This design comes from an exercise in tuning for small area, a short achievable clock period and few clock cycles per item on the open sky130 flow, not from production work.
Only simulation tests tie the RTL to the original design; equivalence was not proved.

## flow/design.v (module list and top-level ports; edited modules follow where they fit)
// module mm_mul_cs: 3277 lines
// module matmul_4x4_seq: 180 lines
module matmul_4x4_seq #(
  parameter int w         = 32,
  parameter int WIDTH_OUT = 2*w+2
) (
  input  logic                        clk,
  input  logic                        rst_n,
  input  logic                        in_valid,
  output logic                        in_ready,
  input  logic signed [w-1:0]         in_data,
  output logic                        out_valid,
  input  logic                        out_ready,
  output logic signed [WIDTH_OUT-1:0] out_data,
  output logic                        out_last,
  output logic                        busy
);
  // ...
==> flow/flow/run.sh <==
#!/bin/bash
set -o pipefail
export SETUP_SLACK_MARGIN=7.9
bash standard.sh > standard.log 2>&1
==> flow/standard.sh <==
#!/bin/bash
# synth_recipe.tcl (not shown) runs the flow's synth.tcl, then flattens the netlist and writes it again
# the make line also repeats each setting of config.mk as NAME=value (left out here)
make -C /OpenROAD-flow-scripts/flow DESIGN_CONFIG=/design/flow/config.mk WORK_HOME=/design/flow/orfs CLKGATE_MAP_FILE= SYNTH_SCRIPT=/design/flow/synth_recipe.tcl "${@:-finish}"
==> flow/config.mk <==
export PLATFORM = sky130hd
export DESIGN_NAME = matmul_4x4_seq
export DESIGN_NICKNAME = matmul_4x4_seq
export VERILOG_FILES = /design/flow/design.v
export SDC_FILE = /design/flow/constraint.sdc
export NUM_CORES = 4
export LEC_CHECK = 0
export CAP_MARGIN = 20
export CORE_MARGIN = 2
export CORE_UTILIZATION = 55
export CTS_CLUSTER_DIAMETER = 100
export CTS_CLUSTER_SIZE = 22
export SLEW_MARGIN = 20
==> flow/constraint.sdc <==
create_clock -name core_clock -period 12.0 [get_ports {clk}]
set_input_delay 2.4000 -clock core_clock [delete_from_list [all_inputs] [get_ports {clk}]]
set_output_delay 2.4000 -clock core_clock [all_outputs]
set_load 0.01 [all_outputs]
==> impl_metrics.ini, run 1 <==
[status]
status = timing/DRC/antenna clean

[route]
met3_length_um = 49700
wirelength_um = 387000

[worst_setup_path]
cpMaxStageDelayCell = fa_1
crit_top_cell = o21ai_0
crit_fanout = 5
startpoint = s1_q[0][20]
path_class = reg -> reg
cp.required_ns = 12.54

[clocking]
clock_sinks = 2151
cts_resized = 369
clock-root-buffer = clkbuf_16
cts_tree = built
clkTransAtPathRegs_ns = 0.09

[global_routing]
grt.busiest_layer = met2
groute.usage.overall = 0.341
globalRouteMet1Util = 0.451
grt_pass1_vias = 77657
antenna_found_initial = 19

[finish]
multi_input_area_share = 0.411
design.seq.count = 2151
biggestCellCategory = flip-flops and latches
multi_input_area_sq_mm = 0.0537
antenna_cells = 3
signal_buffers = 429

[yosys]
seq_area_frac_synth = 0.500
synth_seq_cells = 2151
synth.most_common_cell = edfxtp_1

[sta]
setup_viol_count_final = 0
max_freq_mhz = 239
holdWs_ns = 0.406

[die]
dieWidth_um = 469
taps = 2838

[placed_design]
port_buffers = 105
dpl.hpwl_um = 236000
Testbench counts, summed over its fixed seeds: cycles 3,216, jobs 64.
==> module matmul_4x4_seq, before the edit <==
module matmul_4x4_seq #(
  parameter int w         = 32,
  parameter int WIDTH_OUT = 2*w+2
) (
  input  logic                        clk,
  input  logic                        rst_n,
  input  logic                        in_valid,
  output logic                        in_ready,
  input  logic signed [w-1:0]         in_data,
  output logic                        out_valid,
  input  logic                        out_ready,
  output logic signed [WIDTH_OUT-1:0] out_data,
  output logic                        out_last,
  output logic                        busy
);
  logic       in_ready_q, in_hs, out_hs;
  logic [4:0] ecnt_q;                    
  logic       out_valid_q, out_last_q, busy_q;
  logic [3:0] ocnt_q;                    
  logic       drain_left;                
  logic       go0, s0_free, is_b0, ph_next;
  logic        vs_q, vs_d;
  logic [4:0]  es_q;
  logic [31:0] ds_q;
  logic [31:0] d_in;
  logic [4:0]  e_in;
  logic        v0_q, ph0_q;
  logic [4:0]  e0_q;
  logic [31:0] d0_q;
  logic [15:0] neg0_q, one0_q, two0_q;   
  logic [15:0] neg_d, one_d, two_d;
  logic [32:0] bx;
  logic [31:0] a_op_q [2];               
  logic [31:0] a_op_d [2];
  logic        v1_q, ph1_q, last1_q;
  logic [65:0] s1_q [2];
  logic [65:0] c1_q [2];
  logic [65:0] t1_q [2];
  logic [65:0] s_w [2];
  logic [65:0] c_w [2];
  logic [65:0] t_w [2];
  logic [31:0] a_q [16];
  logic [65:0] c_q [4][4];
  logic [65:0] acc [2];                  
  logic [65:0] new_c [2];
  logic [65:0] fill [4];
  logic [3:0]  row_en;
  logic        a_en, shift_all;
  assign in_hs  = in_valid && in_ready_q;
  assign out_hs = out_valid_q && out_ready;
  assign drain_left = out_valid_q && !(out_hs && out_last_q);
  assign is_b0      = e0_q[4];
  assign go0        = v0_q && !(is_b0 && e0_q[3:0] == 4'd0 && !ph0_q && drain_left);
  assign s0_free    = !v0_q || (go0 && (!is_b0 || ph0_q));
  assign vs_d       = s0_free ? 1'b0 : (vs_q || in_hs);
  assign d_in       = vs_q ? ds_q : in_data;
  assign e_in       = vs_q ? es_q : ecnt_q;
  assign ph_next    = s0_free ? 1'b0 : (go0 || ph0_q);
  always_ff @(posedge clk or negedge rst_n) begin
    if (!rst_n) begin
      in_ready_q  <= 1'b1;
      ecnt_q      <= '0;
      vs_q        <= 1'b0;
      v0_q        <= 1'b0;
      ph0_q       <= 1'b0;
      v1_q        <= 1'b0;
      out_valid_q <= 1'b0;
      out_last_q  <= 1'b0;
      ocnt_q      <= '0;
      busy_q      <= 1'b0;
    end else begin
      if (in_hs) ecnt_q <= ecnt_q + 5'd1;
      vs_q       <= vs_d;
      in_ready_q <= !vs_d;
      if (s0_free) begin
        v0_q  <= vs_q || in_hs;
        ph0_q <= 1'b0;
      end else if (go0) begin
        ph0_q <= 1'b1;
      end
      v1_q <= go0 && is_b0;
      if (in_hs && ecnt_q == 5'd31) busy_q <= 1'b1;
      else if (out_hs && out_last_q) busy_q <= 1'b0;
      if (v1_q && last1_q) begin
        out_valid_q <= 1'b1;
        out_last_q  <= 1'b0;
        ocnt_q      <= '0;
      end else if (out_hs) begin
        ocnt_q     <= ocnt_q + 4'd1;
        out_last_q <= (ocnt_q == 4'd14);
        if (out_last_q) out_valid_q <= 1'b0;
      end
    end
  end
  always_comb begin
    bx = {d_in, 1'b0};
    for (int j = 0; j < 16; j++) begin
      one_d[j] = bx[2*j+1] ^ bx[2*j];
      two_d[j] = (bx[2*j+2] & ~bx[2*j+1] & ~bx[2*j]) | (~bx[2*j+2] & bx[2*j+1] & bx[2*j]);
      neg_d[j] = bx[2*j+2] & ~(bx[2*j+1] & bx[2*j]);
    end
  end
  always_ff @(posedge clk) begin
    if (s0_free) begin
      e0_q   <= e_in;
      d0_q   <= d_in;
      neg0_q <= neg_d;
      one0_q <= one_d;
      two0_q <= two_d;
    end
    if (!s0_free && !vs_q) begin
      es_q <= ecnt_q;
      ds_q <= in_data;
    end
  end
  assign a_en = v0_q && (!is_b0 || (e0_q[1:0] == 2'd3 && ph0_q));
  always_ff @(posedge clk) begin
    if (a_en) begin
      for (int p = 0; p < 15; p++) a_q[p] <= a_q[p+1];
      a_q[15] <= d0_q;
    end
  end
  for (genvar m = 0; m < 2; m++) begin : g_op
    assign a_op_d[m] = ph_next ? a_q[4*m+8] : (a_en ? a_q[4*m+1] : a_q[4*m]);
  end
  always_ff @(posedge clk) begin
    for (int m = 0; m < 2; m++) a_op_q[m] <= a_op_d[m];
  end
  for (genvar m = 0; m < 2; m++) begin : g_accin
    assign acc[m] = (e0_q[3:2] == 2'd0) ? '0 : (ph0_q ? c_q[m+2][0] : c_q[m][0]);
  end
  for (genvar m = 0; m < 2; m++) begin : g_mul
    mm_mul_cs u_mul (
      .a   (a_op_q[m]),
      .neg (neg0_q),
      .one (one0_q),
      .two (two0_q),
      .acc (acc[m]),
      .s   (s_w[m]),
      .c   (c_w[m]),
      .t   (t_w[m])
    );
  end
  always_ff @(posedge clk) begin
    ph1_q   <= ph0_q;
    last1_q <= (e0_q == 5'd31) && ph0_q;
    for (int m = 0; m < 2; m++) begin
      s1_q[m]  <= s_w[m];
      c1_q[m]  <= c_w[m];
      t1_q[m]  <= t_w[m];
    end
  end
  for (genvar m = 0; m < 2; m++) begin : g_acc
    assign new_c[m] = (s1_q[m] ^ c1_q[m] ^ t1_q[m]) +
                      {(s1_q[m][64:0] & c1_q[m][64:0]) | (s1_q[m][64:0] & t1_q[m][64:0]) |
                       (c1_q[m][64:0] & t1_q[m][64:0]), 1'b0};
  end
  assign shift_all = out_hs;
  assign row_en[0] = shift_all || (v1_q && !ph1_q);
  assign row_en[1] = shift_all || (v1_q && !ph1_q);
  assign row_en[2] = shift_all || (v1_q && ph1_q);
  assign row_en[3] = shift_all || (v1_q && ph1_q);
  assign fill[0]   = v1_q ? new_c[0] : c_q[1][0];
  assign fill[1]   = v1_q ? new_c[1] : c_q[2][0];
  assign fill[2]   = v1_q ? new_c[0] : c_q[3][0];
  assign fill[3]   = v1_q ? new_c[1] : '0;
  always_ff @(posedge clk) begin
    for (int i = 0; i < 4; i++) begin
      if (row_en[i]) begin
        for (int r = 0; r < 3; r++) c_q[i][r] <= c_q[i][r+1];
        c_q[i][3] <= fill[i];
      end
    end
  end
  assign in_ready  = in_ready_q;
  assign out_valid = out_valid_q;
  assign out_data  = c_q[0][0];
  assign out_last  = out_last_q;
  assign busy      = busy_q;
endmodule
==> run 2: changes to the inputs <==
--- a/flow/design.v
+++ b/flow/design.v
@@ -3308,7 +3308,6 @@
   logic [4:0]  e_in;
   logic        v0_q, ph0_q;
   logic [4:0]  e0_q;
-  logic [31:0] d0_q;
   logic [15:0] neg0_q, one0_q, two0_q;   
   logic [15:0] neg_d, one_d, two_d;
   logic [32:0] bx;
@@ -3327,7 +3326,7 @@
   logic [65:0] new_c [2];
   logic [65:0] fill [4];
   logic [3:0]  row_en;
-  logic        a_en, shift_all;
+  logic        a_en, a_ld, a_sh, shift_all;
   assign in_hs  = in_valid && in_ready_q;
   assign out_hs = out_valid_q && out_ready;
   assign drain_left = out_valid_q && !(out_hs && out_last_q);
@@ -3385,7 +3384,6 @@
   always_ff @(posedge clk) begin
     if (s0_free) begin
       e0_q   <= e_in;
-      d0_q   <= d_in;
       neg0_q <= neg_d;
       one0_q <= one_d;
       two0_q <= two_d;
@@ -3395,11 +3393,13 @@
       ds_q <= in_data;
     end
   end
-  assign a_en = v0_q && (!is_b0 || (e0_q[1:0] == 2'd3 && ph0_q));
+  assign a_ld = s0_free && (vs_q || in_hs) && !e_in[4];
+  assign a_en = v0_q && is_b0 && e0_q[1:0] == 2'd3 && e0_q[3:2] != 2'd3 && ph0_q;
+  assign a_sh = a_ld || a_en;
   always_ff @(posedge clk) begin
-    if (a_en) begin
+    if (a_sh) begin
       for (int p = 0; p < 15; p++) a_q[p] <= a_q[p+1];
-      a_q[15] <= d0_q;
+      a_q[15] <= d_in;
     end
   end
   for (genvar m = 0; m < 2; m++) begin : g_op
==> impl_metrics.ini, run 2 <==
[yosys]
synth-edff-count = 1658
synth_top_family_by_area = adder cells
ys_warn_count = 24
synth.area.mux_share = 0.0252
synthTopCellsByArea = edfxtp_1 42%, fa_1 16%, dfxtp_1 7.6%, a22oi_1 6.3%, xnor2_1 5.2%
yosys_most_used_dff = edfxtp_1
synth_compound_area_frac = 0.104
synth_nets = 10562
synth_xor_area_frac = 0.0892
synth.most_common_cell = edfxtp_1
postSynthAreaPerCell_sq_um = 12.7
yosys.area.top_type = edfxtp_1
mappedNetlistArea_sq_mm = 0.118
synthArstFlopShare = 0.00802
ys_top_cells_by_count = 1,658 x edfxtp_1, 1,084 x inv_1, 994 x a22oi_1
synth_seq_cells = 2121
seq_area_frac_synth = 0.500
synthAdderAreaFrac = 0.192
syn_inst = 9307
synth_top_area_frac = 0.421
synthSimpleGateAreaFrac = 0.0335
synth_cell_types = 91

[sta]
finalCritPeriodShare = 0.343
holdWs_ns = 0.386
worstMarginPinSlew_ns = 1.12
slew_headroom = 0.247
setup_viol_count_final = 0
min_period_ns = 4.12
rsz0062_at_grt = true
max_freq_mhz = 243
hold_viol = 0
setup_ws_ns = 7.88
drv_slew = 0
fin_skew_ns = 0.0471

[route]
vias_per_cell = 6.28
wirelength_um = 372000
postRouteAntennaNets = 0
drcViolationCount = 0
num_vias = 76187
first_pass_iters = 7
drt-initial-drc-count = 10058
routedWlPerCell_um = 30.6

[placed_design]
port_buffers = 105
post-place-ws_ns = 5.77
dpl.hpwl_um = 222000
place_congestion = 0.937
post-place-cells = 11742

[flow_run]
max_cap_violations = 0

[finish]
synthToLayoutAreaGrowth_pct = 10.1
regMostFlops = c_q
largest_reg_flops = 1056
final_cell_mix = 1,658 x edfxtp_1, 1,079 x inv_1, 973 x a22oi_1
fin_nets = 10442
top_regs = c_q (1056), a_q (512), s1_q (132)
layout_commonest_cell = edfxtp_1
drive_above_1_share = 0.0872
final_cells = 12132

[hold_path]
min_path_type = reg -> reg

[die]
dieWidth_um = 468
die_y_um = 468
dieArea_sq_mm = 0.219
initial_core_util = 0.552
pin_count = 106
rows = 170
coreArea_sq_mm = 0.214

[worst_setup_path]
crit_top_cell = fa_1
cpMaxStageDelayCell = buf_4
worstSetupStartpointType = flip-flop
cp.arrival_ns = 4.82
end_kind = flip-flop
r2r_slack_ns = 7.88
slowest_delay_ns = 0.57
cp.required_ns = 12.70
critical_path.cell_chain = buf_4, a22oi_1, xor2_1, fa_1, fa_1, fa_1, fa_1, inv_1, fa_1
path_class = reg -> reg
crit_fanout = 32

[global_routing]
grt_pass1_vias = 76125
antenna_found_initial = 19
grt_max_degree = 134
grt_pass1_wl_um = 520000
grt_overflow = 0
groute.usage.overall = 0.327

[clocking]
htree_num_levels = 3
clkTransAtPathRegs_ns = 0.11
numCtsBuffers = 114
clk_latency_ns = 0.86
clock-root-buffer = clkbuf_16
cts_tree = built
clock_sinks = 2121
clockBufferDepth = 3

[status]
status = timing/DRC/antenna clean
[run 2: changes by cell type in the layout (fill, tap and decap cells not counted), moves of 34 or more]
cell      previous run  this run
nor2_1             213       281
mux2_2             238       112
edfxtp_1          1624      1658
mux2i_1            100       161
dfxtp_1            487       426
a21oi_1            162       250
[run 2: final cells by class]
class / count / area [sq um]
fill: 16660 / 84000
sequential: 2121 / 59200
multi-input combinational: 5415 / 53600
timing repair buffer: 450 / 6160
inverter: 1085 / 4080
tap: 2838 / 3550
clock buffer: 191 / 3220
clock inverter: 26 / 398
antenna: 6 / 15.0
[run 2: cells by family after synthesis]
family                   after synthesis
multiplexers                         283
XOR/XNOR                            1204
adder cells (fa/ha/maj)             1247
AND/OR/NAND/NOR                      886
flip-flops                          2121
buffers and inverters               1774
AO/OA/AOI/OAI                       1792
[run 2: layer usage]
layer / vias to the layer above / wire length (um) / GRT usage / part of all wire
met3: 1121 / 49200 / 0.105 / 0.13
met4: 12 / 19700 / 0.131 / 0.053
met5: - / 356 / 0.00132 / 0.00096
met1: 38449 / 151000 / 0.471 / 0.41
met2: 4901 / 151000 / 0.458 / 0.41
li1: 31704 / - / - / -
[run 2: path summary, 6_finish.rpt]
path,from,endpoint,cells after the start
min in group asynchronous,rst_n,v0_q,1
worst min-delay path,c_q[11][42],c_q[10][42],0
worst max register to register,a_op_q[0][18],c1_q[0][27],9
worst min register to register,c_q[11][42],c_q[10][42],0
max in group asynchronous,rst_n,v1_q,1
worst max-delay path,a_op_q[0][18],c1_q[0][27],9
[run 2: what timing repair did]
item	4_1_cts	5_1_grt
endpoints found under the hold margin	0	0
hold buffers	0	0
pin swaps	19	44
cloned	19	36
gates resized for setup	393	189
setup buffers	50	61
endpoints found under the setup margin	1319	611
[run 2: per-stage QoR]
stage | setup TNS (ns) | area (sq um) | util
detailed placement | 0 | 122000 | 0.569
global route | 0 | 130000 | 0.608
global placement | 0 | 122000 | 0.569
CTS | 0 | 128000 | 0.597
finish | 0 | 130000 | 0.608
floorplan | -1972.84 | 118000 | -
[run 2: critical path, delay by kind of cell, from the launching register on]
family | cells | cell delay, ns
flip-flops | 1 | 0.32
buffers and inverters | 2 | 0.64
AO/OA/AOI/OAI | 1 | 0.22
adder cells (fa/ha/maj) | 5 | 2.51
XOR/XNOR | 1 | 0.20
Testbench counts of run 2, summed over its fixed seeds: cycles 3,216, jobs 64.
==> run 3: changes to the inputs <==
==> flow/flow/run.sh (replaced) <==
#!/bin/bash
set -o pipefail
export SETUP_SLACK_MARGIN=7.6
bash standard.sh > standard.log 2>&1
==> impl_metrics.ini, run 3 <==
[status]
status = timing/DRC/antenna clean

[die]
die_y_um = 468
dieWidth_um = 468
dieArea_sq_mm = 0.219
pin_count = 106
coreArea_sq_mm = 0.214
initial_core_util = 0.552
rows = 170

[global_routing]
grt_max_degree = 134
grt_pass1_wl_um = 512000
grt_overflow = 0
groute.usage.overall = 0.321
antenna_found_initial = 10
grt.busiest_layer = met1
use_met2 = 0.453
grt.met3_usage = 0.0973
globalRouteMet1Util = 0.466
grt_pass1_vias = 75634

[clocking]
numCtsBuffers = 114
postCtsHoldBufs = 0
htree_num_levels = 3
clkTransAtPathRegs_ns = 0.10
clock_sinks = 2121
cts_tree = built
clk_latency_ns = 0.85
clock-root-buffer = clkbuf_16
clockBufferDepth = 3

[hold_path]
whs_endpoint = c_q[10][42]
min_from = c_q[11][42]
min_path_type = reg -> reg
holdPathStages = 0

[route]
drt-initial-drc-count = 9293
drcViolationCount = 0
postRouteAntennaNets = 0
vias_per_cell = 6.22
num_vias = 74553
wirelength_um = 352000
first_pass_iters = 6
routedWlPerCell_um = 29.3

[flow_run]
max_cap_violations = 0

[worst_setup_path]
rr_endpoint = c_q[7][61]
r2r_cells = 15
r2r_slack_ns = 7.64
cp.arrival_ns = 4.93
crit_fanout = 6
cp.required_ns = 12.57
path_class = reg -> reg
timing.rr.start = s1_q[1][0]
worstSetupStartpointType = flip-flop
end_kind = flip-flop

[yosys]
synthTopCellsByArea = edfxtp_1 42%, fa_1 16%, dfxtp_1 7.6%, a22oi_1 6.3%, xnor2_1 5.2%
yosys_most_used_dff = edfxtp_1
ys_warn_count = 24
mappedNetlistArea_sq_mm = 0.118
ys_top_cells_by_count = 1,658 x edfxtp_1, 1,084 x inv_1, 994 x a22oi_1
seq_area_frac_synth = 0.500
yosys.area.top_type = edfxtp_1
syn_inst = 9307
synth_nets = 10562
synth.most_common_cell = edfxtp_1
synth_cell_types = 91
synth-edff-count = 1658
synthArstFlopShare = 0.00802
synth_seq_cells = 2121
postSynthAreaPerCell_sq_um = 12.7
synth_top_area_frac = 0.421

[finish]
ff_latch_area_sq_mm = 0.0592
drive_above_1_share = 0.0648
largest_reg_flops = 1056
top_regs = c_q (1056), a_q (512), s1_q (132)
layout_commonest_cell = edfxtp_1
regMostFlops = c_q
synthToLayoutAreaGrowth_pct = 7.33
fin_nets = 10310
fill_cells = 16955
multi_input_area_sq_mm = 0.0529
final_cell_mix = 1,658 x edfxtp_1, 1,082 x inv_1, 994 x a22oi_1

[sta]
hold_viol = 0
worstMarginPinSlew_ns = 1.09
slew_headroom = 0.265
max_freq_mhz = 229
finalCritPeriodShare = 0.364
holdWs_ns = 0.387
setup_viol_count_final = 0
min_period_ns = 4.36
drv_slew = 0
fin_skew_ns = 0.0433
rsz0062_at_grt = true

[placed_design]
port_buffers = 105
place_congestion = 0.937
dpl.hpwl_um = 222000
[run 3: cell counts after synthesis]
No cell type changed its count.
[run 3: cell families after synthesis]
family,synth area share
muxes,0.0252
buffers and inverters,0.0564
AOI/OAI and AO/OA,0.104
adders and majority gates,0.192
and+or+nand+nor,0.0335
xor gates and xnor gates,0.0892
DFF,0.500
[run 3: per-layer routing]
layer  up-vias  part of all wire
li1      31397                 -
met1     37770              0.42
met2      4362              0.41
met3      1014              0.12
met4        10             0.045
met5         -           0.00030
[run 3: worst max-delay path by stage]
| stage | from | end | cells after the start |
|---|---|---|---|
| 3_3_place_gp | in_valid | a_q[3][3] | 7 |
| 2_1_floorplan | in_valid | a_q[0][0] | 4 |
| 3_5_place_dp | in_valid | a_q[5][3] | 7 |
| 5_1_grt | s1_q[1][7] | c_q[7][54] | 11 |
| 6_report | s1_q[1][0] | c_q[7][61] | 15 |
| 4_1_cts | c1_q[1][0] | c_q[7][63] | 14 |
[run 3: layout make-up]
type | instances | area share
Sequential cell | 2121 | 0.466
Multi-Input combinational cell | 5413 | 0.417
Inverter | 1085 | 0.0321
Timing Repair Buffer | 320 | 0.0280
Tap cell | 2838 | 0.0280
Clock buffer | 191 | 0.0253
Clock inverter | 26 | 0.00313
Antenna cell | 1 | 0.0000197
[run 3: timing repair]
| action | in CTS | in global routing |
|---|---|---|
| pin swaps | 5 | 11 |
| buffers inserted | 11 | 18 |
| resized for setup | 124 | 98 |
| cloned | 3 | 1 |
| setup endpoints to repair | 804 | 394 |
[run 3: critical path, cell delays in order (launching register included)]
cell and delay (ns):
dfxtp_1 0.34, inv_1 0.06, fa_1 0.41, inv_1 0.07, ha_2 0.22, fa_2 0.27
a211oi_4 0.10, o31a_1 0.41, a211o_4 0.40, a2111oi_4 0.47, nor2_2 0.15, a21oi_4 0.20
buf_12 0.16, a21boi_2 0.12, or4_1 0.45, o2111ai_1 0.25
[run 3: per-stage QoR]
step | setup TNS (ns) | instances | cell area [sq um] | util | setup slack (ns)
after detailed placement | 0 | 11742 | 122000 | 0.569 | 5.77
final | 0 | 11995 | 127000 | 0.593 | 7.64
after CTS | 0 | 11973 | 126000 | 0.589 | 7.55
after floorplan | -1972.84 | 9307 | 118000 | - | -3.85
after global routing | 0 | 11995 | 127000 | 0.593 | 7.55
after global placement | 0 | 11742 | 122000 | 0.569 | 5.80

==> separate check: timing with driven ports <==
No port has a modelled driver above. Below, the same layouts with a new extraction and two added sets of constraints. Step 1: set_driving_cell puts a clkbuf_16 on clk and a buf_2 on each other input, an assumption about the parent block. Step 2 also shifts input and output timing later by t, the mid clock arrival at the registers, as if the neighbouring blocks saw the same clock. Slacks: no drivers / after step 1 / after step 2; pairs: no drivers / after step 1.
| run | shift t [ns] | slack for setup (ns) | worst setup path at the end |
|---|---|---|---|
| run 1 | 0.920 | 7.822 / 7.822 / 7.146 | input to register |
| run 2 | 0.931 | 7.878 / 7.878 / 7.059 | input to register |
| run 3 | 0.923 | 7.636 / 7.603 / 6.840 | input to register |
After both steps setup and hold are still met in every run listed. The setup slack of run 2, which loses most, moves by 0.000 ns with the drivers and by -0.819 ns with both steps.
